What follows belongs to an exercise in optimizing a design on an open flow for small area and a short achievable clock period; a production flow would make more cautious choices. Function was checked by simulation only, so behaviour that the tests miss may differ from the original. Power figures rest on the tool's default switching activity, not on a simulated workload.

## rv_core
module rv_core (
    input  wire            clk,
    input  wire            reset,
    output logic [31:0]    iaddr_o,
    input  wire  [31:0]    idata_i,
    output logic [1023:0]  registers_o
);
    logic [31:1]       pc_q;
    logic [31:1][31:0] regs_q;
    logic [31:0]       pc;
    assign pc      = {pc_q, 1'b0};
    assign iaddr_o = pc;
    always_comb begin
        registers_o[31:0] = 32'b0;
        for (int i = 1; i < 32; i++) registers_o[32*i +: 32] = regs_q[i];
    end
    logic [31:0] ins;
    logic [6:0]  opc;
    logic [2:0]  f3;
    logic [4:0]  rd, rs1, rs2;
    assign ins = idata_i;
    assign opc = ins[6:0];
    assign f3  = ins[14:12];
    assign rd  = ins[11:7];
    assign rs1 = ins[19:15];
    assign rs2 = ins[24:20];
    logic is_opimm, is_op, is_lui, is_auipc, is_br, is_jal, is_jalr, is_alu, is_link;
    assign is_opimm = (opc == 7'b0010011);
    assign is_op    = (opc == 7'b0110011);
    assign is_lui   = (opc == 7'b0110111);
    assign is_auipc = (opc == 7'b0010111);
    assign is_br    = (opc == 7'b1100011);
    assign is_jal   = (opc == 7'b1101111);
    assign is_jalr  = (opc == 7'b1100111);
    assign is_alu   = is_opimm | is_op;
    assign is_link  = is_jal | is_jalr;
    logic [31:0] imm_i, imm_u, imm_b, imm_j;
    assign imm_i = {{20{ins[31]}}, ins[31:20]};
    assign imm_u = {ins[31:12], 12'b0};
    assign imm_b = {{20{ins[31]}}, ins[7], ins[30:25], ins[11:8], 1'b0};
    assign imm_j = {{12{ins[31]}}, ins[19:12], ins[20], ins[30:21], 1'b0};
    logic [31:0] an, r2n;
    logic [3:0][31:1] sel1l, sel2l;
    for (genvar l = 0; l < 4; l++) begin : g_dec
        dec31 u1 (.r(rs1), .sel(sel1l[l]));
        dec31 u2 (.r(rs2), .sel(sel2l[l]));
    end
    for (genvar j = 0; j < 32; j++) begin : g_rd
        logic [10:0] t1, t2;
        logic [31:1] sel1, sel2;
        assign sel1 = sel1l[j / 8];
        assign sel2 = sel2l[j / 8];
        for (genvar k = 0; k < 10; k++) begin : g_grp
            aoi222 u1 (
                .a1 (sel1[3*k+1]), .a2 (regs_q[3*k+1][j]),
                .b1 (sel1[3*k+2]), .b2 (regs_q[3*k+2][j]),
  ...
clock: 8.5 ns
lec_check: 0
cap_margin: 20
core_margin: 2
core_utilization: 30
setup_slack_margin: 2.75
slew_margin: 20
synth_hierarchical: 1
tns_end_percent: 100
standard.sh (not shown) runs the stock make flow with config.mk's settings and CLKGATE_MAP_FILE= SYNTH_SCRIPT=/design/flow/synth_recipe.tcl, a recipe that flattens the netlist after the stock synthesis.
==> flow/flow/run.sh <==
#!/bin/bash
# The standard ORFS layout (the standard.sh, every step unchanged), except that the
# buffers buffer_ports puts on every input and output port are the smallest buffer
# (buf_1) instead of the clkdlybuf4s50_1 it picks by default.
set -euo pipefail
bash standard.sh "BUFFER_PORTS_ARGS=-buffer_cell sky130_fd_sc_hd__buf_1" finish > standard_flow.log 2>&1
The first run finished clean.
Then changed:
--- a/flow/config.mk
+++ b/flow/config.mk
@@ -10,3 +10,3 @@
 export CORE_UTILIZATION = 30
-export SETUP_SLACK_MARGIN = 2.75
+export SETUP_SLACK_MARGIN = 2.5
 export SLEW_MARGIN = 20
Result: Total power goes down by 2.0%. Cell count is lower by 1.3%. Design area decreases by 3.0%. Clock-buffer cell count rose by 5. Non-clock buffer count drops by 106. Worst setup slack degrades by 0.19 ns.
Then changed:
--- a/flow/config.mk
+++ b/flow/config.mk
@@ -9,3 +9,3 @@
 export CORE_MARGIN = 2
-export CORE_UTILIZATION = 30
+export CORE_UTILIZATION = 40
 export SETUP_SLACK_MARGIN = 2.5
@@ -13,2 +13,2 @@
 export SYNTH_HIERARCHICAL = 1
-export TNS_END_PERCENT = 100
+export TNS_END_PERCENT = 10
First-iteration DRC count is about the same.
Cell area is lower by 1.3%.
Die area is lower by 25%.
Clock power is lower by about 1%.
Non-clock buffer count is lower by 1.
Wire length hardly moves.
Clock-buffer cell count is lower by 4.
Total power stays flat.
Hold slack gets better by 0.023 ns.
Then changed:
--- a/flow/config.mk
+++ b/flow/config.mk
@@ -9,3 +9,3 @@
 export CORE_MARGIN = 2
-export CORE_UTILIZATION = 40
+export CORE_UTILIZATION = 30
 export SETUP_SLACK_MARGIN = 2.5
Design area is higher by 1.0%.
Wire length is about the same.
Synthesized area does not change.
Via count is lower by 1.4%.
Setup slack gets better by 0.37 ns.
Die area is higher by 33%.
Non-clock buffer count is lower by 7.
Flip-flop and latch count does not change.
Core utilization is lower by 12 points.
Sequential power is about the same.
Worst hold slack gets worse by 0.022 ns.
Then changed:
--- a/flow/config.mk
+++ b/flow/config.mk
@@ -10,3 +10,3 @@
 export CORE_UTILIZATION = 30
-export SETUP_SLACK_MARGIN = 2.5
+export SETUP_SLACK_MARGIN = 3
 export SLEW_MARGIN = 20
Outcome: The changed run went through all stages and came out clean. Fmax increases by a few percent. Design area rises by a few percent. Synthesized cell count stays the same. Power goes up by a few percent.

* * *

== the baseline ==
Another version of the RTL of rv_core (not shown whole).
Size in the first run: about 3600 cells after synthesis, about 1000 flip-flops, roughly 1100 I/O pins, ~0.050 mm² of cells after synthesis.
Settings: LEC_CHECK=0, CAP_MARGIN=30, CELL_PAD_IN_SITES_DETAIL_PLACEMENT=1, CORE_MARGIN=2, CORE_UTILIZATION=30, CTS_CLUSTER_DIAMETER=100, CTS_CLUSTER_SIZE=24, SETUP_SLACK_MARGIN=3, SLEW_MARGIN=30, SYNTH_HIERARCHICAL=1, TNS_END_PERCENT=10; clock period 8.5 ns.
Scripts as last shown in full above: flow/flow/run.sh
The baseline | status: complete | timing, DRC, antenna: pass
Modified inputs, the candidate compared to the baseline
--- a/flow/config.mk
+++ b/flow/config.mk
@@ -8,2 +8 @@
-export CAP_MARGIN = 30
-export CELL_PAD_IN_SITES_DETAIL_PLACEMENT = 1
+export CAP_MARGIN = 20
@@ -12,4 +11,2 @@
-export CTS_CLUSTER_DIAMETER = 100
-export CTS_CLUSTER_SIZE = 24
-export SETUP_SLACK_MARGIN = 3
-export SLEW_MARGIN = 30
+export SETUP_SLACK_MARGIN = 2.5
+export SLEW_MARGIN = 20
==> notes.md <==
- No stage failed in the candidate, and the final checks on the layout all came back clean.
- Taking the baseline as the reference, in the candidate cell area shows a reduction of 0.75%, worst supply voltage drop on vdd shows an increase of 0.0034 mV, share of the clock period used by the worst path after layout shows an increase of 0.21 points, maximum frequency shows no meaningful change.
- Multi-input logic cell count across the candidate and the baseline: no real change.
- The clock slew at the register clock pins of the worst setup and hold paths was comparable across the candidate and the baseline.
- Per the comparison of the candidate with the baseline, number of H-tree branching levels now sits higher, via-per-instance ratio now sits lower, weighted congestion reported at the end of routability-driven placement now sits lower.
- NOTE total instance count after detailed placement the baseline->the candidate increased slightly
- Of the two candidates, the baseline has the better worst hold slack and the candidate the worse one.

* * *

== delta ==
rv_core, a different RTL version from the one above (not shown whole).
For scale: about 3900 cells after synthesis, about 1000 flip-flops, roughly 1100 I/O pins, roughly 52000 um2 of cells after synthesis.
// rv_core
module rv_core (
    input  wire            clk,
    input  wire            reset,
    output logic [31:0]    iaddr_o,
    input  wire  [31:0]    idata_i,
    output logic [1023:0]  registers_o
);
Settings: LEC_CHECK=0, CAP_MARGIN=20, CORE_MARGIN=2, CORE_UTILIZATION=30, SETUP_SLACK_MARGIN=2.5, SLEW_MARGIN=20, SYNTH_HIERARCHICAL=1, TNS_END_PERCENT=100; clock period 8.5 ns.
Scripts as last shown in full above: flow/flow/run.sh
delta went all the way through synthesis, placement and routing and the layout is clean on timing, DRC and antenna.
Inputs modified between delta and epsilon:
# delta
export LEC_CHECK = 0
export CAP_MARGIN = 20
export CORE_MARGIN = 2
export CORE_UTILIZATION = 30
export SETUP_SLACK_MARGIN = 2.5
export SLEW_MARGIN = 20
export SYNTH_HIERARCHICAL = 1
export TNS_END_PERCENT = 100
create_clock -name core_clock -period 8.5 [get_ports {clk}]
# epsilon
export LEC_CHECK = 0
export CAP_MARGIN = 20
export CORE_MARGIN = 2
export CORE_UTILIZATION = 30
export SETUP_SLACK_MARGIN = 2.5
export SLEW_MARGIN = 20
export SYNTH_HIERARCHICAL = 1
export TNS_END_PERCENT = 10
create_clock -name core_clock -period 8.5 [get_ports {clk}]
Across both runs, met1 layer usage reported by global route was higher for epsilon than for delta. epsilon vs delta, path depth of the worst reg2reg path went up by 2. delta -> epsilon: cell area after layout increased slightly. Looking at launch point of the critical path, the idata_i[23] result is from delta; the idata_i[20] one comes from epsilon. | transition time of the tightest slew-check pin | lower: epsilon |.

==> port drivers added, routing unchanged <==
Ports are ideal in the flow. The routed layouts listed here were re-timed in OpenROAD.
Step 1 assumes that a clkbuf_16 drives the clock port and a buf_2 every other input.
Step 2 also shifts input and output timing later by t, the mid clock arrival at the registers, as if the neighbouring blocks saw the same clock.
Slacks: ideal / step 1 / step 2; pairs: ideal / step 1.
| run | t, ns | setup WS [ns] | pins driven straight from the clock port |
|---|---|---|---|
| the first run of note 1 | 0.836 | 2.577 / 2.527 / 1.692 | 1 |
| the second run of note 1 | 0.848 | 2.385 / 2.139 / 1.291 | 1 |
| the third run of note 1 | 0.828 | 2.044 / 2.079 / 1.252 | 1 |
| the fourth run of note 1 | 0.847 | 2.411 / 2.395 / 1.549 | 1 |
| the fifth run of note 1 | 0.867 | 2.573 / 2.346 / 1.480 | 1 |
| the baseline | 0.810 | 2.097 / 2.066 / 1.256 | 1 |
| the candidate | 0.844 | 2.079 / 2.066 / 1.222 | 1 |
| delta | 0.857 | 2.443 / 2.483 / 1.626 | 1 |
| epsilon | 0.856 | 2.288 / 2.325 / 1.469 | 1 |
After both steps every run listed still meets setup and hold. For the second run of note 1, which loses most, drivers alone change the setup slack by -0.246 ns; drivers and shift together by -1.094 ns.
